Source: an optimization exercise on an open RTL-to-GDS flow (aim: small area). Production flows keep margins and buffers that such runs may drop. Where RTL was checked, it was by simulation tests only, not by an equivalence proof against the original. Function not checked in runs 1 to 3: the RTL went through the layout flow alone. No activity file was given, so power comes from the tool's default toggle rates.

===== flow/config.mk =====
export PLATFORM = sky130hd
export DESIGN_NAME = wb_regfile_top
export DESIGN_NICKNAME = wb_regfile_top
export VERILOG_FILES = /design/flow/design.v
export SDC_FILE = /design/flow/constraint.sdc
export NUM_CORES = 4
export LEC_CHECK = 0
export CAP_MARGIN = 20
export CORE_MARGIN = 2
export CORE_UTILIZATION = 65
export SLEW_MARGIN = 20
export SYNTH_HIERARCHICAL = 1

===== flow/design.v =====
package Pipe_Buf_Reg_PKG;
    localparam int XLEN_W = 32;
    typedef enum logic [1:0] {
        WB_ALU_MEM = 2'b00,
        WB_PC4     = 2'b01,
        WB_IMM     = 2'b10,
        WB_PCIMM   = 2'b11
    } wb_sel_e;
    typedef struct packed {
        logic              RegWrite;
        logic              MemtoReg;
        logic [XLEN_W-1:0] Pc_Imm;
        logic [XLEN_W-1:0] Pc_Four;
        logic [XLEN_W-1:0] Imm_Out;
        logic [XLEN_W-1:0] Alu_Result;
        logic [XLEN_W-1:0] MemReadData;
        logic [4:0]        rd;
        logic [XLEN_W-1:0] Curr_Instr;
        wb_sel_e           RWSel;
    } mem_wb_reg;
endpackage
module wb_mux
#(
    parameter int XLEN = 32
) (
    input  Pipe_Buf_Reg_PKG::mem_wb_reg        wb_in,
    output logic [XLEN-1:0]  wb_data
);
    logic [4:0] s;
    always_comb begin
        s = '0;
        unique case (wb_in.RWSel)
            Pipe_Buf_Reg_PKG::WB_ALU_MEM: s = wb_in.MemtoReg ? 5'b00010 : 5'b00001;
            Pipe_Buf_Reg_PKG::WB_PC4:     s = 5'b00100;
            Pipe_Buf_Reg_PKG::WB_IMM:     s = 5'b01000;
            Pipe_Buf_Reg_PKG::WB_PCIMM:   s = 5'b10000;
            default:                      s = 5'b00001;
        endcase
    end
    for (genvar b = 0; b < XLEN; b++) begin : g_bit
        wb_rf_andor #(.N(5)) u_sel (
            .d ({wb_in.Pc_Imm[b], wb_in.Imm_Out[b], wb_in.Pc_Four[b],
                 wb_in.MemReadData[b], wb_in.Alu_Result[b]}),
            .s (s),
            .y (wb_data[b])
        );
    end
endmodule
module wb_rf_aoi222 (
    input  logic a0, b0, a1, b1, a2, b2,
    output logic y
);
    assign y = ~((a0 & b0) | (a1 & b1) | (a2 & b2));
endmodule
module wb_rf_andor
#(
    parameter int N = 32
) (
    input  logic [N-1:0] d,
    input  logic [N-1:0] s,
    output logic         y
);
    localparam int N3 = N / 3;
    localparam int NR = N - 3 * N3;
    logic [N3-1:0] n;
    for (genvar g = 0; g < N3; g++) begin : g_aoi3
        wb_rf_aoi222 u_aoi (
            .a0(d[3*g]),   .b0(s[3*g]),
            .a1(d[3*g+1]), .b1(s[3*g+1]),
            .a2(d[3*g+2]), .b2(s[3*g+2]),
            .y (n[g])
        );
    end
    logic [NR > 0 ? NR-1 : 0:0] r;
    if (NR > 0) begin : g_rest
        assign r = d[N-1:3*N3] & s[N-1:3*N3];
    end else begin : g_none
        assign r = 1'b0;
    end
    assign y = ~&n | (|r);
endmodule
module wb_regfile_top
(
    input  logic        clk,
    input  logic        reset,
    input  logic        in_reg_write,
    input  logic        in_mem_to_reg,
    input  logic [1:0]  in_rw_sel,
    input  logic [4:0]  in_rd,
    input  logic [31:0] in_pc_imm,
    input  logic [31:0] in_pc_four,
    input  logic [31:0] in_imm_out,
    input  logic [31:0] in_alu_result,
    input  logic [31:0] in_mem_read_data,
    input  logic [4:0]  rs1_addr,
    input  logic [4:0]  rs2_addr,
    output logic [31:0] rs1_data,
    output logic [31:0] rs2_data,
    output logic [31:0] wb_data,
    output logic [4:0]  wb_rd,
    output logic        wb_we
);
    localparam int XLEN = 32;
    localparam int NREG = 32;
    Pipe_Buf_Reg_PKG::mem_wb_reg wb_in;
    always_comb begin
        wb_in             = '0;
        wb_in.RegWrite    = in_reg_write;
        wb_in.MemtoReg    = in_mem_to_reg;
        wb_in.Pc_Imm      = in_pc_imm;
        wb_in.Pc_Four     = in_pc_four;
        wb_in.Imm_Out     = in_imm_out;
        wb_in.Alu_Result  = in_alu_result;
        wb_in.MemReadData = in_mem_read_data;
        wb_in.rd          = in_rd;
        wb_in.Curr_Instr  = 32'd0;
        wb_in.RWSel       = Pipe_Buf_Reg_PKG::wb_sel_e'(in_rw_sel);
    end
    wb_mux #(.XLEN(XLEN)) u_wb_mux (
        .wb_in   (wb_in),
        .wb_data (wb_data)
    );
    assign wb_rd = in_rd;
    assign wb_we = in_reg_write && (in_rd != 5'd0);
    logic [XLEN-1:0] regs_q [1:NREG-1];
    logic [NREG-1:1] valid_q;
    logic [NREG-1:1] we_dec;
    always_comb begin
        for (int i = 1; i < NREG; i++) we_dec[i] = wb_we && (in_rd == 5'(i));
    end
    always_ff @(posedge clk) begin
        for (int i = 1; i < NREG; i++)
            if (we_dec[i]) regs_q[i] <= wb_data;
    end
    always_ff @(posedge clk or posedge reset) begin
        if (reset) valid_q <= '0;
        else       valid_q <= valid_q | we_dec;
    end
    logic            hit1, hit2;
    logic [NREG-1:1] sel1, sel2;
    assign hit1 = wb_we && (rs1_addr == in_rd);
    assign hit2 = wb_we && (rs2_addr == in_rd);
    always_comb begin
        for (int i = 1; i < NREG; i++) begin
            sel1[i] = !hit1 && valid_q[i] && (rs1_addr == 5'(i));
            sel2[i] = !hit2 && valid_q[i] && (rs2_addr == 5'(i));
        end
    end
    for (genvar b = 0; b < XLEN; b++) begin : g_rd
        logic [NREG-1:0] col;
        always_comb begin
            col[0] = wb_data[b];
            for (int i = 1; i < NREG; i++) col[i] = regs_q[i][b];
        end
        wb_rf_andor #(.N(NREG)) u_rd1 (.d(col), .s({sel1, hit1}), .y(rs1_data[b]));
        wb_rf_andor #(.N(NREG)) u_rd2 (.d(col), .s({sel2, hit2}), .y(rs2_data[b]));
    end
endmodule

===== flow/constraint.sdc =====
create_clock -name core_clock -period 8.0 [get_ports {clk}]
set_input_delay 1.6000 -clock core_clock [delete_from_list [all_inputs] [get_ports {clk}]]
set_output_delay 1.6000 -clock core_clock [all_outputs]
set_load 0.01 [all_outputs]

===== flow/run.sh =====
#!/bin/bash
# synth_recipe.tcl (not shown) runs the flow's synth.tcl, then flattens the netlist and writes it again
# the make line also repeats each setting of config.mk as NAME=value (left out here)
make -C /OpenROAD-flow-scripts/flow DESIGN_CONFIG=/design/flow/config.mk WORK_HOME=/design/flow/orfs CLKGATE_MAP_FILE= SYNTH_SCRIPT=/design/flow/synth_recipe.tcl finish

==> flow_summary.rst, run 1 <==
.. list-table::
   :header-rows: 1

   * - Metric
     - Value
   * - Static leakage power
     - 15.9 nW
   * - Fin. Hold Viols
     - 0
   * - Count of warnings emitted by yosys
     - 9
   * - FF-to-FF End
     - valid_q[27]
   * - Top achievable clock speed
     - 131 MHz
   * - Overflow left after global routing
     - 0
   * - Startpoint class of the critical path
     - input port
   * - Cells along the critical path
     - clkdlybuf4s50_1 > xnor2_1 > nand4_1 > nor2_1 > buf_4 > nor4_2 > buf_4 > a222oi_1 > nand4_1 > or4_4 > clkdlybuf4s50_1
   * - Period utilization
     - 95.6%
   * - Post-CTS clock slew at the launch and capture registers of the worst setup and hold paths
     - 0.06 ns
   * - Crit path buf inv count
     - 4
   * - Final Worst Setup Slack
     - 0.355 ns
   * - Maximum level of the CTS H-tree
     - 3
   * - Number of max-capacitance violations reported
     - 0
   * - Final weighted congestion in routability-driven placement
     - 0.997
   * - Worst reg2reg startpoint
     - valid_q[27]
   * - Slowest cell on crit path
     - sky130_fd_sc_hd__clkdlybuf4s50_1
   * - Total Die Area
     - 65900 um^2
   * - Cells after Synth
     - 2355
   * - TritonCTS Buffers
     - 99
   * - Total Nets Final
     - 3035
   * - First-pass iteration count of the detailed router
     - 17
   * - Type of element capturing the critical path
     - output pin
   * - Status
     - no timing/DRC/antenna violations
   * - Relative slew slack
     - 25.6%
   * - Worst path top cell family by delay
     - buffers and inverters
   * - Period minus WS final
     - 7.64 ns
   * - Worst setup path category
     - in -> out
   * - Placed wire-length estimate
     - 88300 um
   * - Net count after synthesis
     - 2536
   * - Slew at the pin closest to its max-slew limit
     - 1.11 ns
   * - Final Setup Violations
     - 0
   * - PortBufs
     - 282
   * - Vias per cell
     - 8.77
   * - Max-slew violation count
     - 0
   * - VDD IR-drop max
     - 0.231 mV
   * - CTS tree
     - yes
   * - Number of gates resized after cts
     - 0
   * - Rows
     - 92
   * - Vias in the first global route
     - 32100
   * - Crit-path max cell delay
     - 0.76 ns
   * - Critical hold path startpoint
     - valid_q[12]
   * - End of the worst hold path
     - valid_q[12]
   * - Final wirelength
     - 155000 um
   * - Number of buffers added to fix hold violations after cts
     - 0
   * - Total DRC errors in the routed layout
     - 0
   * - Worst R2R Path Depth
     - 1
   * - Cell area power density
     - 242 nW/um^2
   * - Core area
     - 63100 um^2
   * - Post-Route Setup TNS
     - 0 ns
   * - Post-CTS setup buffers
     - 0
   * - R2R setup slack
     - 7.10 ns
   * - Clk Latency, worst-skew pair
     - 0.66 ns
   * - Clock skew
     - 0 ns
   * - Hold WC Path Type
     - reg -> reg
   * - Worst EP required
     - 6.40 ns
   * - GRT Total Usage
     - 45.6%
   * - Root buffer cell
     - sky130_fd_sc_hd__clkbuf_16
   * - Synth Area per Inst
     - 17.6 um^2
   * - Buffers from clock root to sink, at most
     - 3
   * - Iteration-0 DRC Markers
     - 9694
   * - Arrival time at the worst endpoint
     - 6.04 ns
   * - Fraction of layout cells with a size suffix above 1
     - 16.3%
   * - Unrepaired setup endpoints after global routing
     - no
   * - Total number of vias
     - 33200
   * - Number of diodes
     - 0
   * - Fill cells
     - 3513
   * - Initial antenna violation count
     - 1
   * - Die Wd
     - 257 um
   * - Worst Path Max Fanout
     - 32
   * - Netlist area before placement
     - 41500 um^2
   * - Global-route wire length before repair
     - 217000 um
   * - Initial Util
     - 65.8%
   * - Chip height
     - 257 um
   * - Residual antenna-violating net count after detailed routing
     - 0
   * - Pre-CTS WS
     - 0.488 ns
   * - Number of I/O pins
     - 283
   * - Mean routed wirelength per cell
     - 40.9 um
   * - WHS Path Cells
     - 1
   * - Number of sinks on the clock net
     - 1023
   * - Largest net degree at the start of global routing
     - 64
   * - Area overhead of the layout relative to synthesis
     - 21.1%
[cells in the final DEF, fill, tap and decap left out, types with 2 or more instances in the layout]
master and count:
sky130_fd_sc_hd__clkbuf_1 16, sky130_fd_sc_hd__a22oi_1 32, sky130_fd_sc_hd__a22o_1 64, sky130_fd_sc_hd__nor4_2 41, sky130_fd_sc_hd__edfxtp_1 992, sky130_fd_sc_hd__clkinv_4 2, sky130_fd_sc_hd__nand2b_1 15, sky130_fd_sc_hd__xnor2_1 9
sky130_fd_sc_hd__nor4_4 2, sky130_fd_sc_hd__or4_4 64, sky130_fd_sc_hd__dfrtp_1 31, sky130_fd_sc_hd__clkdlybuf4s50_1 282, sky130_fd_sc_hd__bufinv_16 15, sky130_fd_sc_hd__a222oi_1 672, sky130_fd_sc_hd__clkinvlp_4 2, sky130_fd_sc_hd__inv_6 2
sky130_fd_sc_hd__buf_12 2, sky130_fd_sc_hd__nor3_2 13, sky130_fd_sc_hd__nor2_4 32, sky130_fd_sc_hd__nand3_1 11, sky130_fd_sc_hd__inv_1 2, sky130_fd_sc_hd__clkinv_2 19, sky130_fd_sc_hd__nor2b_1 6, sky130_fd_sc_hd__nor2_1 8
sky130_fd_sc_hd__nand4_1 131, sky130_fd_sc_hd__and4_1 7, sky130_fd_sc_hd__buf_4 141, sky130_fd_sc_hd__or2_2 33, sky130_fd_sc_hd__nand2_1 150, sky130_fd_sc_hd__clkinv_8 2, sky130_fd_sc_hd__clkbuf_16 101, sky130_fd_sc_hd__nor3_1 3
sky130_fd_sc_hd__clkinv_1 22
[state kept, by name, summed over array words and instances (netlist names)]
register and count:
valid_q 31, regs_q 992
[how the worst max path moves through the flow]
stage	start	end	depth (start not counted)
final	in_rd[3]	rs2_data[14]	11
after global routing	in_rd[3]	rs2_data[14]	11
after CTS	in_rd[3]	rs2_data[14]	11
after detailed placement	in_rd[3]	rs2_data[14]	11
after global placement	in_rd[3]	rs2_data[14]	11
after floorplan	in_rd[1]	rs1_data[0]	9
[final cells by class]
cell class / count / area, um^2 / share of cell area [%]
flip-flops and latches: 1023 / 30600 / 60.8
multi-input cells: 1303 / 11400 / 22.6
repair buffers: 425 / 3920 / 7.80
clock buffers: 117 / 2590 / 5.15
well taps: 846 / 1060 / 2.11
clock inverters: 65 / 731 / 1.45
inverters: 2 / 7.51 / 0.0149
[report_power, final]
| part | internal (W) | total, W | switching [W] |
|---|---|---|---|
| combinational | 0.000472 | 0.00120 | 0.000729 |
| sequential | 0.00608 | 0.00615 | 0.0000697 |
| clock | 0.00280 | 0.00482 | 0.00202 |
[per-layer routing]
metal / share of wire (%) / vias up / GRT usage, % / routed length (um)
met2: 44 / 4085 / 67.1 / 67900
li1: - / 12600 / - / -
met5: 0.010 / - / 0 / 16
met3: 18 / 844 / 13.9 / 27300
met1: 30 / 15600 / 58.4 / 45700
met4: 8.9 / 2 / 31.9 / 13800
[through the flow]
step                hold WS (ns)  utilization (%)  cell area, um^2  total power (W)  cells
floorplan                  0.455                -            41500          0.00674   2355
global placement           0.476             74.4            46900          0.00737   3598
detailed placement         0.483             74.4            46900          0.00740   3598
CTS                        0.501             79.6            50200           0.0121   3780
global route               0.514             79.7            50200           0.0124   3781
finish                     0.504             79.7            50200           0.0122   3781
==> inputs of run 2 (changes only) <==
==> flow/flow/run.sh (new file) <==
#!/bin/bash
# Layout flow: the standard ORFS flow, with three changes that only
# affect how much buffering is added:
#  - each port gets a minimum-size buffer (buf_1) instead of the default
#    pick made by buffer_ports;
#  - clock tree synthesis uses smaller clock buffers and no dummy loads.
# Every tool's output goes to standard.log in this folder (and ORFS's own
# per-step logs under orfs/logs).
set -e
export BUFFER_PORTS_ARGS="-buffer_cell sky130_fd_sc_hd__buf_1"
export CTS_ARGS="-sink_clustering_enable -repair_clock_nets -dont_use_dummy_load -buf_list sky130_fd_sc_hd__clkbuf_8"
bash standard.sh > standard.log 2>&1
==> flow/standard.sh (new file) <==
#!/bin/bash
# synth_recipe.tcl (not shown) runs the flow's synth.tcl, then flattens the netlist and writes it again
# the make line also repeats each setting of config.mk as NAME=value (left out here)
make -C /OpenROAD-flow-scripts/flow DESIGN_CONFIG=/design/flow/config.mk WORK_HOME=/design/flow/orfs CLKGATE_MAP_FILE= SYNTH_SCRIPT=/design/flow/synth_recipe.tcl "${@:-finish}"
removed: flow/run.sh
==> flow_summary.rst, run 2 <==
.. list-table::
   :header-rows: 1

   * - Metric
     - Value
   * - Status
     - no timing/DRC/antenna violations (unchanged)
   * - First-pass iteration count of the detailed router
     - 15 (was 17)
   * - Final Setup Violations
     - 0 (unchanged)
   * - Area overhead of the layout relative to synthesis
     - 14.0% (was 21.1%)
   * - Number of max-capacitance violations reported
     - 0 (unchanged)
   * - GRT Total Usage
     - 47.2% (was 45.6%)
   * - Largest net degree at the start of global routing
     - 35 (was 64)
   * - Clock skew
     - 0 ns (unchanged)
   * - Share of the core filled with cells in the final layout
     - 75.0% (was 79.7%)
   * - Hold WC Path Type
     - reg -> reg (unchanged)
   * - Leading cell type in the layout, fill and taps excluded
     - sky130_fd_sc_hd__edfxtp_1 (unchanged)
   * - Number of sinks on the clock net
     - 1023 (unchanged)
   * - Startpoint class of the critical path
     - input port (unchanged)
   * - Fill cells
     - 3856 (was 3513)
   * - Residual antenna-violating net count after detailed routing
     - 0 (unchanged)
   * - Max reg flops
     - 992 (unchanged)
   * - Buffers from clock root to sink, at most
     - 3 (unchanged)
   * - Vias in the first global route
     - 32300 (was 32100)
   * - Period minus WS final
     - 7.22 ns (was 7.64 ns)
   * - Die Wd
     - 257 um (unchanged)
   * - Final non-filler cell total
     - 3760 (was 3781)
   * - Total DRC errors in the routed layout
     - 0 (unchanged)
   * - Post-Route Setup TNS
     - 0 ns (unchanged)
   * - Register bank with the most flops
     - regs_q (unchanged)
   * - Unrepaired setup endpoints after global routing
     - no (unchanged)
   * - Global-route wire length before repair
     - 219000 um (was 217000 um)
   * - Post-CTS clock slew at the launch and capture registers of the worst setup and hold paths
     - 0.04 ns (was 0.06 ns)
   * - Worst EP required
     - 6.40 ns (about the same)
   * - Maximum level of the CTS H-tree
     - 4 (was 3)
   * - Worst setup path category
     - in -> out (unchanged)
   * - Cell area power density
     - 226 nW/um^2 (was 242 nW/um^2)
   * - Initial antenna violation count
     - 2 (was 1)
   * - Netlist area before placement
     - 41500 um^2 (unchanged)
   * - Overflow left after global routing
     - 0 (unchanged)
   * - Cells after Synth
     - 2355 (unchanged)
   * - Root buffer cell
     - sky130_fd_sc_hd__clkbuf_8 (was sky130_fd_sc_hd__clkbuf_16)
   * - Total Die Area
     - 65900 um^2 (unchanged)
   * - Net count after synthesis
     - 2536 (unchanged)
   * - Number of gates resized after cts
     - 0 (unchanged)
   * - Slew at the pin closest to its max-slew limit
     - 1.07 ns (was 1.11 ns)
   * - Period utilization
     - 90.2% (was 95.6%)
   * - Max-slew violation count
     - 0 (unchanged)
   * - Post-CTS setup buffers
     - 0 (unchanged)
   * - Type of element capturing the critical path
     - output pin (unchanged)
   * - Count of warnings emitted by yosys
     - 9 (unchanged)
   * - Chip height
     - 257 um (unchanged)
   * - Cell count after placement
     - 3599 (was 3598)
   * - Slowest cell on crit path
     - sky130_fd_sc_hd__or2_1 (was sky130_fd_sc_hd__clkdlybuf4s50_1)
   * - CTS tree
     - yes (unchanged)
   * - Total Nets Final
     - 3093 (was 3035)
   * - Clk Latency, worst-skew pair
     - 0.75 ns (was 0.66 ns)
   * - Worst Path Max Fanout
     - 27 (was 32)
   * - Initial Util
     - 65.8% (unchanged)
   * - VDD IR-drop max
     - 0.196 mV (was 0.231 mV)
   * - Worst path top cell family by delay
     - simple AND/OR/NAND/NOR gates (was buffers and inverters)
   * - R2R setup slack
     - 7.14 ns (was 7.10 ns)
   * - Mean routed wirelength per cell
     - 42.3 um (was 40.9 um)
   * - Commonest non-fill, non-tap cells in the layout
     - sky130_fd_sc_hd__edfxtp_1 (992), sky130_fd_sc_hd__a222oi_1 (672), sky130_fd_sc_hd__buf_1 (281), sky130_fd_sc_hd__clkbuf_8 (157), sky130_fd_sc_hd__nand2_1 (150) (was sky130_fd_sc_hd__edfxtp_1 (992), sky130_fd_sc_hd__a222oi_1 (672), sky130_fd_sc_hd__clkdlybuf4s50_1 (282), sky130_fd_sc_hd__nand2_1 (150), sky130_fd_sc_hd__buf_4 (141))
   * - Rows
     - 92 (unchanged)
   * - Top achievable clock speed
     - 139 MHz (was 131 MHz)
   * - Total design power
     - 0.0107 W (was 0.0122 W)
   * - Top Registers
     - regs_q (992), valid_q (31) (unchanged)
   * - Core area
     - 63100 um^2 (unchanged)
   * - Static leakage power
     - 14.6 nW (was 15.9 nW)
   * - Iteration-0 DRC Markers
     - 9610 (was 9694)
   * - Placed wire-length estimate
     - 89000 um (was 88300 um)
   * - WHS
     - 0.503 ns (was 0.504 ns)
   * - Crit-path max cell delay
     - 0.69 ns (was 0.76 ns)
   * - Vias per cell
     - 8.89 (was 8.77)
   * - Final weighted congestion in routability-driven placement
     - 0.996 (was 0.997)
   * - Arrival time at the worst endpoint
     - 5.62 ns (was 6.04 ns)
   * - Synth Area per Inst
     - 17.6 um^2 (unchanged)
   * - PortBufs
     - 282 (unchanged)
   * - Final wirelength
     - 159000 um (was 155000 um)
   * - Cells along the critical path
     - buf_1 > or2_1 > o41ai_4 > nor3_4 > buf_4 > nor4_2 > buf_4 > a222oi_1 > nand4_1 > or4_4 > buf_1 (was clkdlybuf4s50_1 > xnor2_1 > nand4_1 > nor2_1 > buf_4 > nor4_2 > buf_4 > a222oi_1 > nand4_1 > or4_4 > clkdlybuf4s50_1)
   * - Total number of vias
     - 33400 (was 33200)
   * - Crit path buf inv count
     - 4 (unchanged)
   * - Fraction of layout cells with a size suffix above 1
     - 16.9% (was 16.3%)
   * - Fin. Hold Viols
     - 0 (unchanged)
   * - TritonCTS Buffers
     - 157 (was 99)
   * - Relative slew slack
     - 27.8% (was 25.6%)
   * - Number of buffers added to fix hold violations after cts
     - 0 (unchanged)
   * - Number of I/O pins
     - 283 (unchanged)
run 2: worst paths after layout:
path	startpoint	end	depth (start not counted)
worst max register to register	valid_q[27]	valid_q[27]	1
worst min register to register	valid_q[3]	valid_q[3]	1
max in group asynchronous	reset	valid_q[24]	3
worst min-delay path	valid_q[3]	valid_q[3]	1
min in group asynchronous	reset	valid_q[21]	3
worst max-delay path	in_rd[1]	rs1_data[19]	11
run 2: routing by layer:
metal / up-vias / GRT usage (%) / part of all wire [%]
li1: 12600 / - / -
met1: 16000 / 60.6 / 30
met2: 4083 / 68.0 / 43
met3: 810 / 16.9 / 19
met4: 0 / 31.8 / 8.1
met5: - / 0.512 / 0
run 2: area by class of cell:
cell class,count,area [um^2],area share [%]
inverters,2,7.51,0.0159
clock buffers,157,2160,4.57
repair buffers,425,2130,4.51
multi-input cells,1303,11400,24.0
well taps,846,1060,2.24
diodes,4,10.0,0.0212
flip-flops and latches,1023,30600,64.6
run 2: stage by stage:
step	setup WS (ns)	area [um^2]
floorplan	0.921	41500
detailed placement	0.947	45100
global placement	1.07	45100
global route	0.762	47300
finish	0.782	47300
CTS	0.932	47300
run 2: power by group:
part | internal, W | switching [W] | leakage [nW]
logic | 0.000306 | 0.000718 | 4.63
registers | 0.00608 | 0.0000663 | 8.88
clock network | 0.00172 | 0.00181 | 1.13
==> inputs of run 3 (changes only) <==
--- a/flow/flow/run.sh
+++ b/flow/flow/run.sh
@@ -8,5 +8,5 @@
 # per-step logs under orfs/logs).
 set -e
 export BUFFER_PORTS_ARGS="-buffer_cell sky130_fd_sc_hd__buf_1"
-export CTS_ARGS="-sink_clustering_enable -repair_clock_nets -dont_use_dummy_load -buf_list sky130_fd_sc_hd__clkbuf_8"
+export CTS_ARGS="-sink_clustering_enable -repair_clock_nets -dont_use_dummy_load -buf_list sky130_fd_sc_hd__clkbuf_4"
 bash standard.sh > standard.log 2>&1
--- a/flow/config.mk
+++ b/flow/config.mk
@@ -5,8 +5,8 @@
 export SDC_FILE = /design/flow/constraint.sdc
 export NUM_CORES = 4
 export LEC_CHECK = 0
-export CAP_MARGIN = 20
+export CAP_MARGIN = 0
 export CORE_MARGIN = 2
-export CORE_UTILIZATION = 65
-export SLEW_MARGIN = 20
+export CORE_UTILIZATION = 45
+export SLEW_MARGIN = 0
 export SYNTH_HIERARCHICAL = 1
==> flow_summary.rst, run 3 <==
.. list-table::
   :header-rows: 1

   * - Metric
     - Value
   * - Final non-filler cell total
     - 4235 (was 3760)
   * - Cell count after placement
     - 3941 (was 3599)
   * - Final weighted congestion in routability-driven placement
     - 0.909 (was 0.996)
   * - Initial Util
     - 45.3% (was 65.8%)
   * - Unrepaired setup endpoints after global routing
     - no (unchanged)
   * - Top Registers
     - regs_q (992), valid_q (31) (unchanged)
   * - Worst Path Max Fanout
     - 32 (was 27)
   * - Total Die Area
     - 94700 um^2 (was 65900 um^2)
   * - Max-slew violation count
     - 0 (unchanged)
   * - Number of buffers added to fix hold violations after cts
     - 0 (unchanged)
   * - Period utilization
     - 94.0% (was 90.2%)
   * - Leading cell type in the layout, fill and taps excluded
     - sky130_fd_sc_hd__edfxtp_1 (unchanged)
   * - Total DRC errors in the routed layout
     - 0 (unchanged)
   * - CTS tree
     - yes (unchanged)
   * - Final wirelength
     - 174000 um (was 159000 um)
   * - Root buffer cell
     - sky130_fd_sc_hd__clkbuf_4 (was sky130_fd_sc_hd__clkbuf_8)
   * - Clock skew
     - 0 ns (unchanged)
   * - Synth Area per Inst
     - 17.6 um^2 (unchanged)
   * - Maximum level of the CTS H-tree
     - 5 (was 4)
   * - Cells after Synth
     - 2355 (unchanged)
   * - Type of element capturing the critical path
     - output pin (unchanged)
   * - Worst setup path category
     - in -> out (unchanged)
   * - Overflow left after global routing
     - 0 (unchanged)
   * - VDD IR-drop max
     - 0.140 mV (was 0.196 mV)
   * - Total number of vias
     - 34000 (was 33400)
   * - Area overhead of the layout relative to synthesis
     - 15.1% (was 14.0%)
   * - Chip height
     - 308 um (was 257 um)
   * - Mean routed wirelength per cell
     - 41.2 um (was 42.3 um)
   * - Net count after synthesis
     - 2536 (unchanged)
   * - TritonCTS Buffers
     - 283 (was 157)
   * - Crit-path max cell delay
     - 0.86 ns (was 0.69 ns)
   * - Cell area power density
     - 223 nW/um^2 (was 226 nW/um^2)
   * - Arrival time at the worst endpoint
     - 5.92 ns (was 5.62 ns)
   * - Register bank with the most flops
     - regs_q (unchanged)
   * - Number of max-capacitance violations reported
     - 0 (unchanged)
   * - Iteration-0 DRC Markers
     - 8425 (was 9610)
   * - Rows
     - 111 (was 92)
   * - Die Wd
     - 308 um (was 257 um)
   * - Cells along the critical path
     - buf_1 > or2_1 > o41ai_4 > nor3_4 > buf_4 > nor4_4 > buf_4 > a222oi_1 > nand2_1 > or4_4 > buf_1 (was buf_1 > or2_1 > o41ai_4 > nor3_4 > buf_4 > nor4_2 > buf_4 > a222oi_1 > nand4_1 > or4_4 > buf_1)
   * - Total Nets Final
     - 3221 (was 3093)
   * - Placed wire-length estimate
     - 93700 um (was 89000 um)
   * - PortBufs
     - 282 (unchanged)
   * - Fin. Hold Viols
     - 0 (unchanged)
   * - Vias per cell
     - 8.02 (was 8.89)
   * - Count of warnings emitted by yosys
     - 9 (unchanged)
   * - Residual antenna-violating net count after detailed routing
     - 0 (unchanged)
   * - Largest net degree at the start of global routing
     - 35 (unchanged)
   * - GRT Total Usage
     - 36.1% (was 47.2%)
   * - Period minus WS final
     - 7.52 ns (was 7.22 ns)
   * - Startpoint class of the critical path
     - input port (unchanged)
   * - Fill cells
     - 7541 (was 3856)
   * - Post-CTS setup buffers
     - 0 (unchanged)
   * - Initial antenna violation count
     - 10 (was 2)
   * - Final Setup Violations
     - 0 (unchanged)
   * - Commonest non-fill, non-tap cells in the layout
     - sky130_fd_sc_hd__edfxtp_1 (992), sky130_fd_sc_hd__a222oi_1 (672), sky130_fd_sc_hd__clkbuf_4 (283), sky130_fd_sc_hd__buf_1 (281), sky130_fd_sc_hd__nand2_1 (150) (was sky130_fd_sc_hd__edfxtp_1 (992), sky130_fd_sc_hd__a222oi_1 (672), sky130_fd_sc_hd__buf_1 (281), sky130_fd_sc_hd__clkbuf_8 (157), sky130_fd_sc_hd__nand2_1 (150))
   * - Area of combinational cells with multiple inputs
     - 11400 um^2 (about the same)
   * - Relative slew slack
     - 4.74% (was 27.8%)
   * - FF+latch area
     - 30600 um^2 (unchanged)
   * - Slowest cell on crit path
     - sky130_fd_sc_hd__nor3_4 (was sky130_fd_sc_hd__or2_1)
   * - Vias in the first global route
     - 34000 (was 32300)
   * - Clk Latency, worst-skew pair
     - 1.12 ns (was 0.75 ns)
   * - WHS
     - 0.507 ns (was 0.503 ns)
   * - Post-CTS clock slew at the launch and capture registers of the worst setup and hold paths
     - 0.06 ns (was 0.04 ns)
   * - Core area
     - 91500 um^2 (was 63100 um^2)
   * - Fraction of layout cells with a size suffix above 1
     - 20.6% (was 16.9%)
   * - Number of I/O pins
     - 283 (unchanged)
   * - Post-Route Setup TNS
     - 0 ns (unchanged)
   * - Buffers from clock root to sink, at most
     - 4 (was 3)
   * - Static leakage power
     - 14.8 nW (was 14.6 nW)
   * - Netlist area before placement
     - 41500 um^2 (unchanged)
   * - R2R setup slack
     - 7.15 ns (was 7.14 ns)
   * - First-pass iteration count of the detailed router
     - 14 (was 15)
   * - Top achievable clock speed
     - 133 MHz (was 139 MHz)
   * - Slew at the pin closest to its max-slew limit
     - 1.43 ns (was 1.07 ns)
   * - Max reg flops
     - 992 (unchanged)
   * - Worst EP required
     - 6.40 ns (about the same)
   * - Status
     - no timing/DRC/antenna violations (unchanged)
   * - Number of sinks on the clock net
     - 1023 (unchanged)
   * - Global-route wire length before repair
     - 239000 um (was 219000 um)
   * - Number of gates resized after cts
     - 0 (unchanged)
   * - Hold WC Path Type
     - reg -> reg (unchanged)
[run 3: changes by cell type in the layout (fill, tap and decap cells not counted)]
cell                       change
sky130_fd_sc_hd__nor2b_2       -2
sky130_fd_sc_hd__buf_4         +2
sky130_fd_sc_hd__clkbuf_8    -157
sky130_fd_sc_hd__diode_2       +7
sky130_fd_sc_hd__nor2b_4       +2
sky130_fd_sc_hd__and4_2        +7
sky130_fd_sc_hd__and4_1        -7
sky130_fd_sc_hd__clkbuf_4    +283
[run 3: critical path, delay by kind of cell]
family	cells	cell delay [ns]
AO/OA/AOI/OAI	2	0.63
buffers and inverters	4	1.25
AND/OR/NAND/NOR	5	2.31
[run 3: report_power, final]
part | switching [W] | leakage, nW | internal, W
logic | 0.000703 | 4.65 | 0.000306
registers | 0.0000669 | 8.88 | 0.00608
clock network | 0.00190 | 1.30 | 0.00161
[run 3: metrics by stage]
step / instance area [um^2] / utilization, % / setup slack, ns / total power [W]
final: 47700 / 52.2 / 0.484 / 0.0107
after global routing: 47700 / 52.2 / 0.443 / 0.0110
after CTS: 47700 / 52.1 / 0.668 / 0.0107
after detailed placement: 45600 / 49.8 / 0.696 / 0.00724
after global placement: 45600 / 49.8 / 0.839 / 0.00721
after floorplan: 41500 / - / 0.921 / 0.00674
[run 3: per-layer routing]
metal / up-vias / global-route usage [%] / part of all wire, %
li1: 13000 / - / -
met1: 16600 / 43.4 / 32
met2: 3633 / 54.1 / 44
met3: 742 / 15.1 / 17
met4: 8 / 21.6 / 6.4
met5: - / 2.53 / 0.23
[run 3: layout make-up]
| type | count | area share (%) |
|---|---|---|
| Sequential cell | 1023 | 64.0 |
| Inverter | 2 | 0.0157 |
| Multi-Input combinational cell | 1303 | 23.9 |
| Clock buffer | 283 | 4.45 |
| Timing Repair Buffer | 427 | 4.50 |
| Antenna cell | 11 | 0.0577 |
| Tap cell | 1186 | 3.11 |
[run 3: final timing paths]
kind | startpoint | to | cells past startpoint
min reg2reg | valid_q[25] | valid_q[25] | 1
min in group asynchronous | reset | valid_q[25] | 3
max in group asynchronous | reset | valid_q[6] | 3
max reg2reg | valid_q[1] | valid_q[1] | 1
min | valid_q[25] | valid_q[25] | 1
max | in_rd[0] | rs1_data[10] | 11
==> inputs of run 4 (changes only) <==
--- a/flow/design.v
+++ b/flow/design.v
@@ -52,6 +52,24 @@
 );
     assign y = ~((a0 & b0) | (a1 & b1) | (a2 & b2));
 endmodule
+module wb_rf_nand
+#(
+    parameter int N = 4
+) (
+    input  logic [N-1:0] a,
+    output logic         y
+);
+    assign y = ~&a;
+endmodule
+module wb_rf_or
+#(
+    parameter int N = 4
+) (
+    input  logic [N-1:0] a,
+    output logic         y
+);
+    assign y = |a;
+endmodule
 module wb_rf_andor
 #(
     parameter int N = 32
@@ -62,7 +80,9 @@
 );
     localparam int N3 = N / 3;
     localparam int NR = N - 3 * N3;
-    logic [N3-1:0] n;
+    localparam int T  = N3 + NR;
+    localparam int NQ = (T + 3) / 4;
+    logic [T-1:0] n;
     for (genvar g = 0; g < N3; g++) begin : g_aoi3
         wb_rf_aoi222 u_aoi (
             .a0(d[3*g]),   .b0(s[3*g]),
@@ -71,13 +91,20 @@
             .y (n[g])
         );
     end
-    logic [NR > 0 ? NR-1 : 0:0] r;
-    if (NR > 0) begin : g_rest
-        assign r = d[N-1:3*N3] & s[N-1:3*N3];
-    end else begin : g_none
-        assign r = 1'b0;
+    for (genvar g = 0; g < NR; g++) begin : g_nand1
+        wb_rf_nand #(.N(2)) u_nand (.a({d[3*N3+g], s[3*N3+g]}), .y(n[N3+g]));
     end
-    assign y = ~&n | (|r);
+    if (NQ == 1) begin : g_one
+        wb_rf_nand #(.N(T)) u_nand (.a(n), .y(y));
+    end else begin : g_tree
+        logic [NQ-1:0] q;
+        for (genvar g = 0; g < NQ; g++) begin : g_nand
+            localparam int LO = 4 * g;
+            localparam int HI = (4 * g + 3 < T) ? 4 * g + 3 : T - 1;
+            wb_rf_nand #(.N(HI - LO + 1)) u_nand (.a(n[HI:LO]), .y(q[g]));
+        end
+        wb_rf_or #(.N(NQ)) u_or (.a(q), .y(y));
+    end
 endmodule
 module wb_regfile_top
 (
@@ -137,13 +164,14 @@
         else       valid_q <= valid_q | we_dec;
     end
     logic            hit1, hit2;
-    logic [NREG-1:1] sel1, sel2;
+    logic [NREG-1:1] rd_ok, sel1, sel2;
     assign hit1 = wb_we && (rs1_addr == in_rd);
     assign hit2 = wb_we && (rs2_addr == in_rd);
     always_comb begin
         for (int i = 1; i < NREG; i++) begin
-            sel1[i] = !hit1 && valid_q[i] && (rs1_addr == 5'(i));
-            sel2[i] = !hit2 && valid_q[i] && (rs2_addr == 5'(i));
+            rd_ok[i] = valid_q[i] && !we_dec[i];
+            sel1[i]  = rd_ok[i] && (rs1_addr == 5'(i));
+            sel2[i]  = rd_ok[i] && (rs2_addr == 5'(i));
         end
     end
     for (genvar b = 0; b < XLEN; b++) begin : g_rd
==> flow/flow/run.sh (replaced) <==
#!/bin/bash
# Layout flow: the standard ORFS flow, with three changes that only
# affect how much buffering is added:
#  - each port gets a minimum-size buffer (buf_1) instead of the default
#    pick made by buffer_ports;
#  - clock tree synthesis uses smaller clock buffers, larger sink clusters
#    and no dummy loads.
# Every tool's output goes to standard.log in this folder (and ORFS's own
# per-step logs under orfs/logs).
set -e
export BUFFER_PORTS_ARGS="-buffer_cell sky130_fd_sc_hd__buf_1"
export CTS_ARGS="-sink_clustering_enable -repair_clock_nets -dont_use_dummy_load -buf_list sky130_fd_sc_hd__clkbuf_8 -sink_clustering_size 16 -sink_clustering_max_diameter 80"
bash standard.sh > standard.log 2>&1
--- a/flow/config.mk
+++ b/flow/config.mk
@@ -5,8 +5,8 @@
 export SDC_FILE = /design/flow/constraint.sdc
 export NUM_CORES = 4
 export LEC_CHECK = 0
-export CAP_MARGIN = 0
+export CAP_MARGIN = 20
 export CORE_MARGIN = 2
-export CORE_UTILIZATION = 45
-export SLEW_MARGIN = 0
+export CORE_UTILIZATION = 65
+export SLEW_MARGIN = 20
 export SYNTH_HIERARCHICAL = 1
==> flow_summary.rst, run 4 <==
.. list-table::
   :header-rows: 1

   * - Metric
     - Value
   * - Worst R2R Path Depth
     - 1 (unchanged)
   * - Net switching power
     - 0.00234 W (was 0.00267 W)
   * - Initial Util
     - 65.5% (was 45.3%)
   * - Period utilization
     - 86.7% (was 94.0%)
   * - Number of I/O pins
     - 283 (unchanged)
   * - Commonest non-fill, non-tap cells in the layout
     - sky130_fd_sc_hd__edfxtp_1 (992), sky130_fd_sc_hd__a222oi_1 (672), sky130_fd_sc_hd__buf_1 (282), sky130_fd_sc_hd__nand2_1 (198), sky130_fd_sc_hd__nand4_1 (193) (was sky130_fd_sc_hd__edfxtp_1 (992), sky130_fd_sc_hd__a222oi_1 (672), sky130_fd_sc_hd__clkbuf_4 (283), sky130_fd_sc_hd__buf_1 (281), sky130_fd_sc_hd__nand2_1 (150))
   * - Net count after synthesis
     - 2601 (was 2536)
   * - Type of element capturing the critical path
     - output pin (unchanged)
   * - Top Registers
     - regs_q (992), valid_q (31) (unchanged)
   * - Vias in the first global route
     - 31200 (was 34000)
   * - Rows
     - 92 (was 111)
   * - Cells after Synth
     - 2420 (was 2355)
   * - Max reg flops
     - 992 (unchanged)
   * - Total Die Area
     - 65400 um^2 (was 94700 um^2)
   * - Worst setup path category
     - in -> out (unchanged)
   * - Cells along the critical path
     - buf_1 > nand4b_1 > o21ai_0 > nor3_2 > buf_4 > a222oi_1 > nand4_1 > or3_1 > buf_1 (was buf_1 > or2_1 > o41ai_4 > nor3_4 > buf_4 > nor4_4 > buf_4 > a222oi_1 > nand2_1 > or4_4 > buf_1)
   * - Finished Cell Area
     - 45700 um^2 (was 47700 um^2)
   * - Fin. Hold Viols
     - 0 (unchanged)
   * - Fill cells
     - 4009 (was 7541)
   * - Period minus WS final
     - 6.94 ns (was 7.52 ns)
   * - Cell area power density
     - 208 nW/um^2 (was 223 nW/um^2)
   * - Worst EP required
     - 6.40 ns (about the same)
   * - Leading cell type in the layout, fill and taps excluded
     - sky130_fd_sc_hd__edfxtp_1 (unchanged)
   * - Final Setup Violations
     - 0 (unchanged)
   * - Register bank with the most flops
     - regs_q (unchanged)
   * - Number of max-capacitance violations reported
     - 0 (unchanged)
   * - Worst Path Max Fanout
     - 32 (unchanged)
   * - Post-CTS setup buffers
     - 0 (unchanged)
   * - Cell count after placement
     - 3654 (was 3941)
   * - Area overhead of the layout relative to synthesis
     - 11.1% (was 15.1%)
   * - Fraction of layout cells with a size suffix above 1
     - 12.1% (was 20.6%)
   * - PortBufs
     - 282 (unchanged)
   * - Number of sinks on the clock net
     - 1023 (unchanged)
   * - VDD IR-drop max
     - 0.151 mV (was 0.140 mV)
   * - Clk Latency, worst-skew pair
     - 0.68 ns (was 1.12 ns)
   * - Crit-path max cell delay
     - 0.74 ns (was 0.86 ns)
   * - Largest net degree at the start of global routing
     - 35 (unchanged)
   * - WHS
     - 0.472 ns (was 0.507 ns)
   * - Final non-filler cell total
     - 3731 (was 4235)
   * - Status
     - no timing/DRC/antenna violations (unchanged)
   * - Total design power
     - 0.00951 W (was 0.0107 W)
   * - Crit path buf inv count
     - 3 (was 4)
   * - Placed wire-length estimate
     - 81600 um (was 93700 um)
   * - Slew at the pin closest to its max-slew limit
     - 1.05 ns (was 1.43 ns)
   * - Number of buffers added to fix hold violations after cts
     - 0 (unchanged)
   * - Standard cell area after detailed placement
     - 44700 um^2 (was 45600 um^2)
   * - Maximum level of the CTS H-tree
     - 3 (was 5)
   * - Mean routed wirelength per cell
     - 39.0 um (was 41.2 um)
   * - Number of gates resized after cts
     - 0 (unchanged)
   * - Netlist area before placement
     - 41200 um^2 (was 41500 um^2)
   * - GRT Total Usage
     - 43.5% (was 36.1%)
   * - Iteration-0 DRC Markers
     - 8897 (was 8425)
   * - Final weighted congestion in routability-driven placement
     - 0.976 (was 0.909)
   * - Clock skew
     - 0 ns (unchanged)
   * - Switching share of power
     - 24.7% (was 25.0%)
   * - Residual antenna-violating net count after detailed routing
     - 0 (unchanged)
   * - Final wirelength
     - 146000 um (was 174000 um)
   * - Slowest cell on crit path
     - sky130_fd_sc_hd__nand4b_1 (was sky130_fd_sc_hd__nor3_4)
   * - Most frequent cell on the critical path
     - sky130_fd_sc_hd__buf_1
   * - Total DRC errors in the routed layout
     - 0 (unchanged)
   * - TritonCTS Buffers
     - 74 (was 283)
   * - Arrival time at the worst endpoint
     - 5.34 ns (was 5.92 ns)
   * - Buffers from clock root to sink, at most
     - 3 (was 4)
   * - Number of stages on the worst setup path
     - 9 (was 11)
   * - Overflow left after global routing
     - 0 (unchanged)
   * - Total number of vias
     - 32000 (was 34000)
   * - Unrepaired setup endpoints after global routing
     - no (unchanged)
   * - Max-slew violation count
     - 0 (unchanged)
   * - Hold WC Path Type
     - reg -> reg (unchanged)
   * - Startpoint class of the critical path
     - input port (unchanged)
   * - Design internal power
     - 0.00716 W (was 0.00800 W)
   * - Die Wd
     - 256 um (was 308 um)
   * - Post-Route Setup TNS
     - 0 ns (unchanged)
   * - WHS Path Cells
     - 1 (unchanged)
   * - CTS tree
     - yes (unchanged)
   * - Post-CTS clock slew at the launch and capture registers of the worst setup and hold paths
     - 0.09 ns (was 0.06 ns)
   * - Root buffer cell
     - sky130_fd_sc_hd__clkbuf_8 (was sky130_fd_sc_hd__clkbuf_4)
   * - Combinational share of power
     - 10.3% (was 9.5%)
   * - Part of the total power dissipated in the clock network
     - 25.3% (was 32.9%)
   * - Worst path top cell family by delay
     - simple AND/OR/NAND/NOR gates (unchanged)
   * - Initial antenna violation count
     - 11 (was 10)
   * - Relative slew slack
     - 29.8% (was 4.74%)
   * - Total Nets Final
     - 3065 (was 3221)
   * - Vias per cell
     - 8.57 (was 8.02)
   * - Synth Area per Inst
     - 17.0 um^2 (was 17.6 um^2)
   * - Flop pwr share
     - 64.4% (was 57.7%)
   * - Chip height
     - 256 um (was 308 um)
   * - Global-route wire length before repair
     - 206000 um (was 239000 um)
   * - Count of warnings emitted by yosys
     - 9 (unchanged)
   * - Top achievable clock speed
     - 144 MHz (was 133 MHz)
   * - Core area
     - 62900 um^2 (was 91500 um^2)
   * - Static leakage power
     - 13.6 nW (was 14.8 nW)
   * - First-pass iteration count of the detailed router
     - 15 (was 14)
==> run 4: routing by layer <==
metal / vias to the layer above / global-route usage [%] / share of wire, %
li1: 12500 / - / -
met1: 15400 / 57.3 / 32
met2: 3491 / 65.6 / 45
met3: 626 / 15.4 / 18
met4: 6 / 20.2 / 5.3
met5: - / 0 / 0.033
==> run 4: power by group through the flow <==
stage	Clock (W)	Sequential, W	Combinational, W
finish	0.00240	0.00612	0.000980
floorplan	0	0.00623	0.000460
global placement	0	0.00623	0.000907
CTS	0.00239	0.00612	0.000934
detailed placement	0	0.00624	0.000932
global route	0.00257	0.00613	0.00101
==> run 4: worst paths after layout <==
path,startpoint,endpoint,slack [ns]
worst max-delay path,in_rd[1],rs2_data[11],1.06
worst min-delay path,valid_q[2],valid_q[2],0.47
worst max register to register,valid_q[6],valid_q[6],7.19
worst min register to register,valid_q[2],valid_q[2],0.47
max in group asynchronous,reset,valid_q[28],6.65
min in group asynchronous,reset,valid_q[4],0.96
==> run 4: stage by stage <==
stage	setup slack, ns	utilization (%)
final	1.06	72.8
after CTS	1.29	72.8
after global placement	1.38	71.1
after global routing	0.979	72.8
after floorplan	1.34	-
after detailed placement	1.29	71.1
==> run 4: cell type report <==
cell class	instances	area, um^2	share of cell area (%)
clock buffers	74	1020	2.23
inverters	2	7.51	0.0164
diodes	3	7.51	0.0164
flip-flops and latches	1023	30600	66.8
well taps	846	1060	2.31
multi-input cells	1367	11000	24.1
repair buffers	416	2060	4.51
==> inputs of run 5 (changes only) <==
--- a/flow/design.v
+++ b/flow/design.v
@@ -61,6 +61,29 @@
 );
     assign y = ~&a;
 endmodule
+module wb_rf_and
+#(
+    parameter int N = 2
+) (
+    input  logic [N-1:0] a,
+    output logic         y
+);
+    assign y = &a;
+endmodule
+module wb_rf_predec
+#(
+    parameter bit USE_EN = 1'b1
+) (
+    input  logic [4:0] a,
+    input  logic       en,
+    output logic [3:0] lo,
+    output logic [7:0] hi
+);
+    always_comb begin
+        for (int k = 0; k < 4; k++) lo[k] = (en || !USE_EN) && (a[1:0] == 2'(k));
+        for (int j = 0; j < 8; j++) hi[j] = (a[4:2] == 3'(j));
+    end
+endmodule
 module wb_rf_or
 #(
     parameter int N = 4
@@ -152,8 +175,13 @@
     logic [XLEN-1:0] regs_q [1:NREG-1];
     logic [NREG-1:1] valid_q;
     logic [NREG-1:1] we_dec;
-    always_comb begin
-        for (int i = 1; i < NREG; i++) we_dec[i] = wb_we && (in_rd == 5'(i));
+    logic [3:0] w_lo, r1_lo, r2_lo;
+    logic [7:0] w_hi, r1_hi, r2_hi;
+    wb_rf_predec #(.USE_EN(1'b1)) u_pd_w  (.a(in_rd),    .en(in_reg_write), .lo(w_lo),  .hi(w_hi));
+    wb_rf_predec #(.USE_EN(1'b0)) u_pd_r1 (.a(rs1_addr), .en(1'b0),         .lo(r1_lo), .hi(r1_hi));
+    wb_rf_predec #(.USE_EN(1'b0)) u_pd_r2 (.a(rs2_addr), .en(1'b0),         .lo(r2_lo), .hi(r2_hi));
+    for (genvar i = 1; i < NREG; i++) begin : g_we
+        wb_rf_and #(.N(2)) u_we (.a({w_lo[i%4], w_hi[i/4]}), .y(we_dec[i]));
     end
     always_ff @(posedge clk) begin
         for (int i = 1; i < NREG; i++)
@@ -168,11 +196,11 @@
     assign hit1 = wb_we && (rs1_addr == in_rd);
     assign hit2 = wb_we && (rs2_addr == in_rd);
     always_comb begin
-        for (int i = 1; i < NREG; i++) begin
-            rd_ok[i] = valid_q[i] && !we_dec[i];
-            sel1[i]  = rd_ok[i] && (rs1_addr == 5'(i));
-            sel2[i]  = rd_ok[i] && (rs2_addr == 5'(i));
-        end
+        for (int i = 1; i < NREG; i++) rd_ok[i] = valid_q[i] && !we_dec[i];
+    end
+    for (genvar i = 1; i < NREG; i++) begin : g_sel
+        wb_rf_and #(.N(3)) u_sel1 (.a({r1_lo[i%4], r1_hi[i/4], rd_ok[i]}), .y(sel1[i]));
+        wb_rf_and #(.N(3)) u_sel2 (.a({r2_lo[i%4], r2_hi[i/4], rd_ok[i]}), .y(sel2[i]));
     end
     for (genvar b = 0; b < XLEN; b++) begin : g_rd
         logic [NREG-1:0] col;
==> flow_summary.rst, run 5 <==
.. list-table::
   :header-rows: 1

   * - Metric
     - Value
   * - Vias per cell
     - 8.67 (was 8.57)
   * - Static leakage power
     - 14.1 nW (was 13.6 nW)
   * - Iteration-0 DRC Markers
     - 8792 (was 8897)
   * - Die Wd
     - 256 um (about the same)
   * - Total DRC errors in the routed layout
     - 0 (unchanged)
   * - Final Setup Violations
     - 0 (unchanged)
   * - Clock skew
     - 0 ns (unchanged)
   * - Overflow left after global routing
     - 0 (unchanged)
   * - Final wirelength
     - 148000 um (was 146000 um)
   * - Initial Util
     - 65.6% (was 65.5%)
   * - VDD IR-drop max
     - 0.154 mV (was 0.151 mV)
   * - Core area
     - 62900 um^2 (unchanged)
   * - Worst setup path category
     - in -> out (unchanged)
   * - First-pass iteration count of the detailed router
     - 15 (unchanged)
   * - CTS tree
     - yes (unchanged)
   * - Vias in the first global route
     - 31500 (was 31200)
   * - Rows
     - 92 (unchanged)
   * - GRT Total Usage
     - 44.4% (was 43.5%)
   * - Period minus WS final
     - 6.67 ns (was 6.94 ns)
   * - Total Nets Final
     - 3063 (was 3065)
   * - Top achievable clock speed
     - 150 MHz (was 144 MHz)
   * - Chip height
     - 256 um (about the same)
   * - Critical path startpoint
     - in_rd[2] (was in_rd[1])
   * - Number of buffers added to fix hold violations after cts
     - 0 (unchanged)
   * - Largest net degree at the start of global routing
     - 35 (unchanged)
   * - Residual antenna-violating net count after detailed routing
     - 0 (unchanged)
   * - Leading cell type in the layout, fill and taps excluded
     - sky130_fd_sc_hd__edfxtp_1 (unchanged)
   * - Net count after synthesis
     - 2575 (was 2601)
   * - Unrepaired setup endpoints after global routing
     - no (unchanged)
   * - Mean routed wirelength per cell
     - 39.8 um (was 39.0 um)
   * - Share of the core filled with cells in the final layout
     - 72.3% (was 72.8%)
   * - Number of max-capacitance violations reported
     - 0 (unchanged)
   * - Cells after Synth
     - 2394 (was 2420)
   * - Part of the total power dissipated in the clock network
     - 25.3% (about the same)
   * - Max reg flops
     - 992 (unchanged)
   * - Number of gates resized after cts
     - 0 (unchanged)
   * - Fill cells
     - 4017 (was 4009)
   * - Cell area power density
     - 209 nW/um^2 (was 208 nW/um^2)
   * - Root buffer cell
     - sky130_fd_sc_hd__clkbuf_8 (unchanged)
   * - Top Registers
     - regs_q (992), valid_q (31) (unchanged)
   * - Period utilization
     - 83.4% (was 86.7%)
   * - Buffers from clock root to sink, at most
     - 3 (unchanged)
   * - Total number of vias
     - 32300 (was 32000)
   * - Number of sinks on the clock net
     - 1023 (unchanged)
   * - Cell count after placement
     - 3653 (was 3654)
   * - Initial antenna violation count
     - 13 (was 11)
   * - Total Die Area
     - 65500 um^2 (was 65400 um^2)
   * - Combinational share of power
     - 10.2% (was 10.3%)
   * - PortBufs
     - 282 (unchanged)
   * - Register bank with the most flops
     - regs_q (unchanged)
   * - End point of the critical path
     - rs1_data[14] (was rs2_data[11])
   * - Clk Latency, worst-skew pair
     - 0.71 ns (was 0.68 ns)
   * - Status
     - no timing/DRC/antenna violations (unchanged)
   * - Final weighted congestion in routability-driven placement
     - 0.961 (was 0.976)
   * - Flop pwr share
     - 64.5% (was 64.4%)
   * - Switching share of power
     - 24.5% (was 24.7%)
   * - FF-to-FF End
     - valid_q[3] (was valid_q[6])
   * - Number of I/O pins
     - 283 (unchanged)
   * - Worst Path Max Fanout
     - 22 (was 32)
   * - Maximum level of the CTS H-tree
     - 3 (unchanged)
   * - Type of element capturing the critical path
     - output pin (unchanged)
   * - Fin. Hold Viols
     - 0 (unchanged)
   * - Global-route wire length before repair
     - 210000 um (was 206000 um)
   * - Post-Route Setup TNS
     - 0 ns (unchanged)
   * - Worst reg2reg startpoint
     - valid_q[3] (was valid_q[6])
   * - Startpoint class of the critical path
     - input port (unchanged)
   * - R2R setup slack
     - 7.20 ns (was 7.19 ns)
   * - Arrival time at the worst endpoint
     - 5.07 ns (was 5.34 ns)
   * - Area overhead of the layout relative to synthesis
     - 10.2% (was 11.1%)
   * - Post-CTS clock slew at the launch and capture registers of the worst setup and hold paths
     - 0.11 ns (was 0.09 ns)
   * - Design internal power
     - 0.00716 W (about the same)
   * - Count of warnings emitted by yosys
     - 11 (was 9)
   * - Netlist area before placement
     - 41200 um^2 (about the same)
   * - Final non-filler cell total
     - 3731 (unchanged)
   * - Worst R2R Path Depth
     - 1 (unchanged)
   * - Relative slew slack
     - 18.0% (was 29.8%)
   * - Synth Area per Inst
     - 17.2 um^2 (was 17.0 um^2)
   * - Hold WC Path Type
     - reg -> reg (unchanged)
   * - Max-slew violation count
     - 0 (unchanged)
   * - Worst EP required
     - 6.40 ns (about the same)
   * - Post-CTS setup buffers
     - 0 (unchanged)
   * - Slew at the pin closest to its max-slew limit
     - 1.23 ns (was 1.05 ns)
   * - Fraction of layout cells with a size suffix above 1
     - 10.2% (was 12.1%)
   * - Placed wire-length estimate
     - 84700 um (was 81600 um)
   * - Commonest non-fill, non-tap cells in the layout
     - sky130_fd_sc_hd__edfxtp_1 (992), sky130_fd_sc_hd__a222oi_1 (672), sky130_fd_sc_hd__buf_1 (282), sky130_fd_sc_hd__nand2_1 (192), sky130_fd_sc_hd__nand4_1 (192) (was sky130_fd_sc_hd__edfxtp_1 (992), sky130_fd_sc_hd__a222oi_1 (672), sky130_fd_sc_hd__buf_1 (282), sky130_fd_sc_hd__nand2_1 (198), sky130_fd_sc_hd__nand4_1 (193))
   * - Net switching power
     - 0.00232 W (was 0.00234 W)
   * - TritonCTS Buffers
     - 73 (was 74)
run 5: cell count changes in the layout (fill, tap and decap cells not counted), moves of 4 or more:
cell	delta
sky130_fd_sc_hd__and2_2	+31
sky130_fd_sc_hd__and3_1	+63
sky130_fd_sc_hd__and3b_2	+9
sky130_fd_sc_hd__nand2_1	-6
sky130_fd_sc_hd__nand2b_1	-7
sky130_fd_sc_hd__nand3b_1	-5
sky130_fd_sc_hd__nor2_4	-31
sky130_fd_sc_hd__nor2b_1	+35
sky130_fd_sc_hd__nor3_2	-55
sky130_fd_sc_hd__nor3b_1	+10
sky130_fd_sc_hd__nor4_2	-7
sky130_fd_sc_hd__o21ai_0	-28
sky130_fd_sc_hd__or2_1	-4
run 5: stage by stage:
step,total power [W],instance area (um^2),hold slack (ns),worst slack (ns)
2_1_floorplan,0.00668,41200,0.428,1.66
3_3_place_gp,0.00711,44400,0.440,1.32
3_5_place_dp,0.00715,44400,0.441,1.40
4_1_cts,0.00942,45400,0.468,1.39
5_1_grt,0.00967,45400,0.478,1.24
6_report,0.00948,45400,0.467,1.33
run 5: critical path, stage by stage:
cell and delay [ns]:
sky130_fd_sc_hd__buf_1 0.41, sky130_fd_sc_hd__nor3b_1 0.45, sky130_fd_sc_hd__and2_2 0.24, sky130_fd_sc_hd__nor2b_1 0.05, sky130_fd_sc_hd__and3_1 0.34, sky130_fd_sc_hd__buf_4 0.32, sky130_fd_sc_hd__a222oi_1 0.53, sky130_fd_sc_hd__nand4_1 0.42
sky130_fd_sc_hd__or3_1 0.53, sky130_fd_sc_hd__buf_1 0.16
run 5: layout make-up:
class / count / area, um^2 / share of cell area, %
antenna: 5 / 12.5 / 0.0275
tap: 846 / 1060 / 2.33
inverter: 2 / 7.51 / 0.0165
multi-input combinational: 1364 / 10700 / 23.5
sequential: 1023 / 30600 / 67.3
clock buffer: 73 / 1000 / 2.21
timing repair buffer: 418 / 2090 / 4.59
run 5: how the worst min path moves through the flow:
| stage | to | startpoint | cells past startpoint |
|---|---|---|---|
| 6_report | valid_q[21] | valid_q[21] | 1 |
| 5_1_grt | valid_q[26] | valid_q[26] | 1 |
| 4_1_cts | valid_q[7] | valid_q[7] | 1 |
| 3_5_place_dp | valid_q[24] | valid_q[24] | 1 |
| 3_3_place_gp | valid_q[14] | valid_q[14] | 1 |
| 2_1_floorplan | valid_q[10] | valid_q[10] | 1 |
run 5: power groups by stage:
stage                     sequential [W]  clock, W  combinational, W
after global routing             0.00613   0.00255          0.000990
final                            0.00612   0.00240          0.000964
after detailed placement         0.00624         0          0.000909
after floorplan                  0.00623         0          0.000446
after global placement           0.00623         0          0.000882
after CTS                        0.00612   0.00239          0.000911
run 5: routing by layer:
| metal | vias up | routed length, um | part of all wire, % | global-route usage (%) |
|---|---|---|---|---|
| met3 | 681 | 28000 | 19 | 15.8 |
| met1 | 15500 | 46700 | 31 | 58.6 |
| met4 | 8 | 8840 | 6.0 | 22.8 |
| met5 | - | 115 | 0.077 | 0.365 |
| met2 | 3705 | 64800 | 44 | 65.8 |
| li1 | 12400 | - | - | - |
==> inputs of run 6 (changes only) <==
--- a/flow/flow/run.sh
+++ b/flow/flow/run.sh
@@ -9,5 +9,5 @@
 # per-step logs under orfs/logs).
 set -e
 export BUFFER_PORTS_ARGS="-buffer_cell sky130_fd_sc_hd__buf_1"
-export CTS_ARGS="-sink_clustering_enable -repair_clock_nets -dont_use_dummy_load -buf_list sky130_fd_sc_hd__clkbuf_8 -sink_clustering_size 16 -sink_clustering_max_diameter 80"
+export CTS_ARGS="-sink_clustering_enable -repair_clock_nets -dont_use_dummy_load -buf_list sky130_fd_sc_hd__clkbuf_8 -sink_clustering_size 14 -sink_clustering_max_diameter 60"
 bash standard.sh > standard.log 2>&1
--- a/flow/config.mk
+++ b/flow/config.mk
@@ -7,6 +7,6 @@
 export LEC_CHECK = 0
 export CAP_MARGIN = 20
 export CORE_MARGIN = 2
-export CORE_UTILIZATION = 65
+export CORE_UTILIZATION = 75
 export SLEW_MARGIN = 20
 export SYNTH_HIERARCHICAL = 1
==> flow_summary.rst, run 6 <==
.. list-table::
   :header-rows: 1

   * - Metric
     - Value
   * - Status
     - no timing/DRC/antenna violations (unchanged)
   * - Netlist area before placement
     - 41200 um^2 (unchanged)
   * - Max-slew violation count
     - 0 (unchanged)
   * - Post-CTS setup buffers
     - 0 (unchanged)
   * - FF-to-FF End
     - valid_q[30] (was valid_q[3])
   * - Final Setup Violations
     - 0 (unchanged)
   * - Initial Util
     - 76.2% (was 65.6%)
   * - Iteration-0 DRC Markers
     - 10300 (was 8792)
   * - Commonest non-fill, non-tap cells in the layout
     - sky130_fd_sc_hd__edfxtp_1 (992), sky130_fd_sc_hd__a222oi_1 (672), sky130_fd_sc_hd__buf_1 (282), sky130_fd_sc_hd__nand2_1 (192), sky130_fd_sc_hd__nand4_1 (192) (unchanged)
   * - Unrepaired setup endpoints after global routing
     - no (unchanged)
   * - Residual antenna-violating net count after detailed routing
     - 0 (unchanged)
   * - Hold WC Path Type
     - reg -> reg (unchanged)
   * - Maximum level of the CTS H-tree
     - 3 (unchanged)
   * - Crit-path max cell delay
     - 0.96 ns (was 0.53 ns)
   * - Arrival time at the worst endpoint
     - 5.29 ns (was 5.07 ns)
   * - WHS Path Cells
     - 1 (unchanged)
   * - Number of sinks on the clock net
     - 1023 (unchanged)
   * - Worst R2R Path Depth
     - 1 (unchanged)
   * - Net switching power
     - 0.00233 W (was 0.00232 W)
   * - Total Die Area
     - 56900 um^2 (was 65500 um^2)
   * - Placed wire-length estimate
     - 80800 um (was 84700 um)
   * - Leading cell type in the layout, fill and taps excluded
     - sky130_fd_sc_hd__edfxtp_1 (unchanged)
   * - Top achievable clock speed
     - 145 MHz (was 150 MHz)
   * - Cell area power density
     - 212 nW/um^2 (was 209 nW/um^2)
   * - Cells after Synth
     - 2394 (unchanged)
   * - Period utilization
     - 86.2% (was 83.4%)
   * - Global-route wire length before repair
     - 208000 um (was 210000 um)
   * - Most frequent cell on the critical path
     - sky130_fd_sc_hd__buf_1 (unchanged)
   * - Max reg flops
     - 992 (unchanged)
   * - Mean routed wirelength per cell
     - 41.1 um (was 39.8 um)
   * - Worst Path Max Fanout
     - 32 (was 22)
   * - Slew at the pin closest to its max-slew limit
     - 1.15 ns (was 1.23 ns)
   * - Clock skew
     - 0 ns (unchanged)
   * - Startpoint class of the critical path
     - input port (unchanged)
   * - Die Wd
     - 238 um (was 256 um)
   * - Final weighted congestion in routability-driven placement
     - 0.951 (was 0.961)
   * - Fraction of layout cells with a size suffix above 1
     - 10.4% (was 10.2%)
   * - GRT Total Usage
     - 51.4% (was 44.4%)
   * - First-pass iteration count of the detailed router
     - 22 (was 15)
   * - Number of max-capacitance violations reported
     - 0 (unchanged)
   * - Synth Area per Inst
     - 17.2 um^2 (unchanged)
   * - Vias per cell
     - 9.28 (was 8.67)
   * - Rows
     - 85 (was 92)
   * - Flop pwr share
     - 63.7% (was 64.5%)
   * - Core area
     - 54100 um^2 (was 62900 um^2)
   * - Number of gates resized after cts
     - 0 (unchanged)
   * - Total number of vias
     - 33300 (was 32300)
   * - WHS
     - 0.459 ns (was 0.467 ns)
   * - VDD IR-drop max
     - 0.190 mV (was 0.154 mV)
   * - Worst reg2reg startpoint
     - valid_q[30] (was valid_q[3])
   * - Overflow left after global routing
     - 0 (unchanged)
   * - Final wirelength
     - 148000 um (about the same)
   * - Fin. Hold Viols
     - 0 (unchanged)
   * - Root buffer cell
     - sky130_fd_sc_hd__clkbuf_8 (unchanged)
   * - Number of buffers added to fix hold violations after cts
     - 0 (unchanged)
   * - Area overhead of the layout relative to synthesis
     - 10.0% (was 10.2%)
   * - Static leakage power
     - 14.2 nW (was 14.1 nW)
   * - Post-Route Setup TNS
     - 0 ns (unchanged)
   * - Vias in the first global route
     - 32700 (was 31500)
   * - Register bank with the most flops
     - regs_q (unchanged)
   * - Type of element capturing the critical path
     - output pin (unchanged)
   * - Cells along the critical path
     - buf_1 > nor3b_1 > and2_2 > nor2b_1 > and3_1 > buf_4 > a222oi_1 > nand4_1 > or3_1 > buf_1 (unchanged)
   * - Number of stages on the worst setup path
     - 10 (unchanged)
   * - Worst setup path category
     - in -> out (unchanged)
   * - Clk Latency, worst-skew pair
     - 0.71 ns (about the same)
   * - Critical path startpoint
     - in_rd[0] (was in_rd[2])
   * - Initial antenna violation count
     - 12 (was 13)
   * - Largest net degree at the start of global routing
     - 35 (unchanged)
   * - Worst path top cell family by delay
     - simple AND/OR/NAND/NOR gates (unchanged)
   * - Relative slew slack
     - 22.9% (was 18.0%)
   * - R2R setup slack
     - 7.21 ns (was 7.20 ns)
   * - TritonCTS Buffers
     - 84 (was 73)
   * - Total Nets Final
     - 3068 (was 3063)
   * - Period minus WS final
     - 6.89 ns (was 6.67 ns)
   * - Buffers from clock root to sink, at most
     - 3 (unchanged)
   * - Chip height
     - 238 um (was 256 um)
   * - Worst EP required
     - 6.40 ns (about the same)
   * - Total DRC errors in the routed layout
     - 0 (unchanged)
   * - Part of the total power dissipated in the clock network
     - 26.3% (was 25.3%)
   * - Number of I/O pins
     - 283 (unchanged)
   * - PortBufs
     - 282 (unchanged)
   * - Net count after synthesis
     - 2575 (unchanged)
   * - Design internal power
     - 0.00728 W (was 0.00716 W)
   * - Total design power
     - 0.00960 W (was 0.00948 W)
   * - Post-CTS clock slew at the launch and capture registers of the worst setup and hold paths
     - 0.06 ns (was 0.11 ns)
   * - End point of the critical path
     - rs2_data[23] (was rs1_data[14])
   * - Slowest cell on crit path
     - sky130_fd_sc_hd__nor3b_1 (was sky130_fd_sc_hd__a222oi_1)
   * - CTS tree
     - yes (unchanged)
   * - Switching share of power
     - 24.2% (was 24.5%)
   * - Combinational share of power
     - 10.0% (was 10.2%)
   * - Top Registers
     - regs_q (992), valid_q (31) (unchanged)
   * - Count of warnings emitted by yosys
     - 11 (unchanged)
   * - Crit path buf inv count
     - 3 (unchanged)
## run 6: changes by cell type in the layout (fill, tap and decap cells not counted), sizes merged
| cell | delta |
|---|---|
| diode | +4 |
| buf | -6 |
| clkbuf | +11 |
## run 6: area by class of cell
| type | instances | area (um^2) |
|---|---|---|
| multi-input combinational | 1364 | 10700 |
| sequential | 1023 | 30600 |
| inverter | 2 | 7.51 |
| timing repair buffer | 412 | 2030 |
| antenna | 9 | 22.5 |
| fill | 2639 | 8780 |
| tap | 696 | 871 |
| clock buffer | 84 | 1160 |
## run 6: power by group through the flow
stage / Combinational (W) / Sequential (W) / Clock (W)
3_3_place_gp: 0.000855 / 0.00623 / 0
5_1_grt: 0.000974 / 0.00613 / 0.00266
3_5_place_dp: 0.000887 / 0.00624 / 0
2_1_floorplan: 0.000446 / 0.00623 / 0
6_report: 0.000956 / 0.00612 / 0.00252
4_1_cts: 0.000891 / 0.00612 / 0.00248
## run 6: routing by layer
layer | GRT usage, % | wire [um] | vias to the layer above
met1 | 63.3 | 41700 | 15400
met5 | 1.99 | 187 | -
met3 | 23.4 | 30700 | 1098
li1 | - | - | 12500
met2 | 74.7 | 63200 | 4355
met4 | 31.7 | 11900 | 8
## run 6: worst min-delay path by stage
stage	from	to	slack (ns)
floorplan	valid_q[10]	valid_q[10]	0.43
global placement	valid_q[12]	valid_q[12]	0.44
detailed placement	valid_q[16]	valid_q[16]	0.44
CTS	valid_q[16]	valid_q[16]	0.46
global route	valid_q[16]	valid_q[16]	0.47
finish	valid_q[21]	valid_q[21]	0.46
## run 6: metrics by stage
| step | cells | setup WS, ns | utilization, % | cell area (um^2) |
|---|---|---|---|---|
| 2_1_floorplan | 2394 | 1.66 | - | 41200 |
| 3_3_place_gp | 3497 | 1.66 | 81.6 | 44200 |
| 3_5_place_dp | 3497 | 1.49 | 81.6 | 44200 |
| 4_1_cts | 3581 | 1.48 | 83.7 | 45300 |
| 5_1_grt | 3585 | 1.19 | 83.8 | 45300 |
| 6_report | 3590 | 1.11 | 83.8 | 45300 |

[what the ideal ports hide]
How much do the figures lean on ideal ports? The routed layouts below were timed once more, with nothing changed but the port constraints. Step 1, drivers: a clkbuf_16 drives clk and a buf_2 each remaining input, both assumed. Step 2 also shifts input and output timing later by t, the mid clock arrival at the registers, as if the neighbouring blocks saw the same clock. Three values: ideal ports, drivers, drivers and shift; two values: the first two.
run | t, ns | setup slack, ns | clock arrival spread, ns
run 1 | 0.744 | 0.355 / 0.327 / 0.327 | 0.027 / 0.027
run 2 | 0.859 | 0.782 / 0.758 / 0.758 | 0.099 / 0.098
run 3 | 1.161 | 0.484 / 0.460 / 0.460 | 0.097 / 0.097
run 4 | 0.759 | 1.060 / 1.032 / 1.032 | 0.068 / 0.068
run 5 | 0.760 | 1.328 / 1.300 / 1.300 | 0.047 / 0.047
run 6 | 0.768 | 1.105 / 1.084 / 1.084 | 0.056 / 0.057
After both steps setup and hold are still met in every run listed.
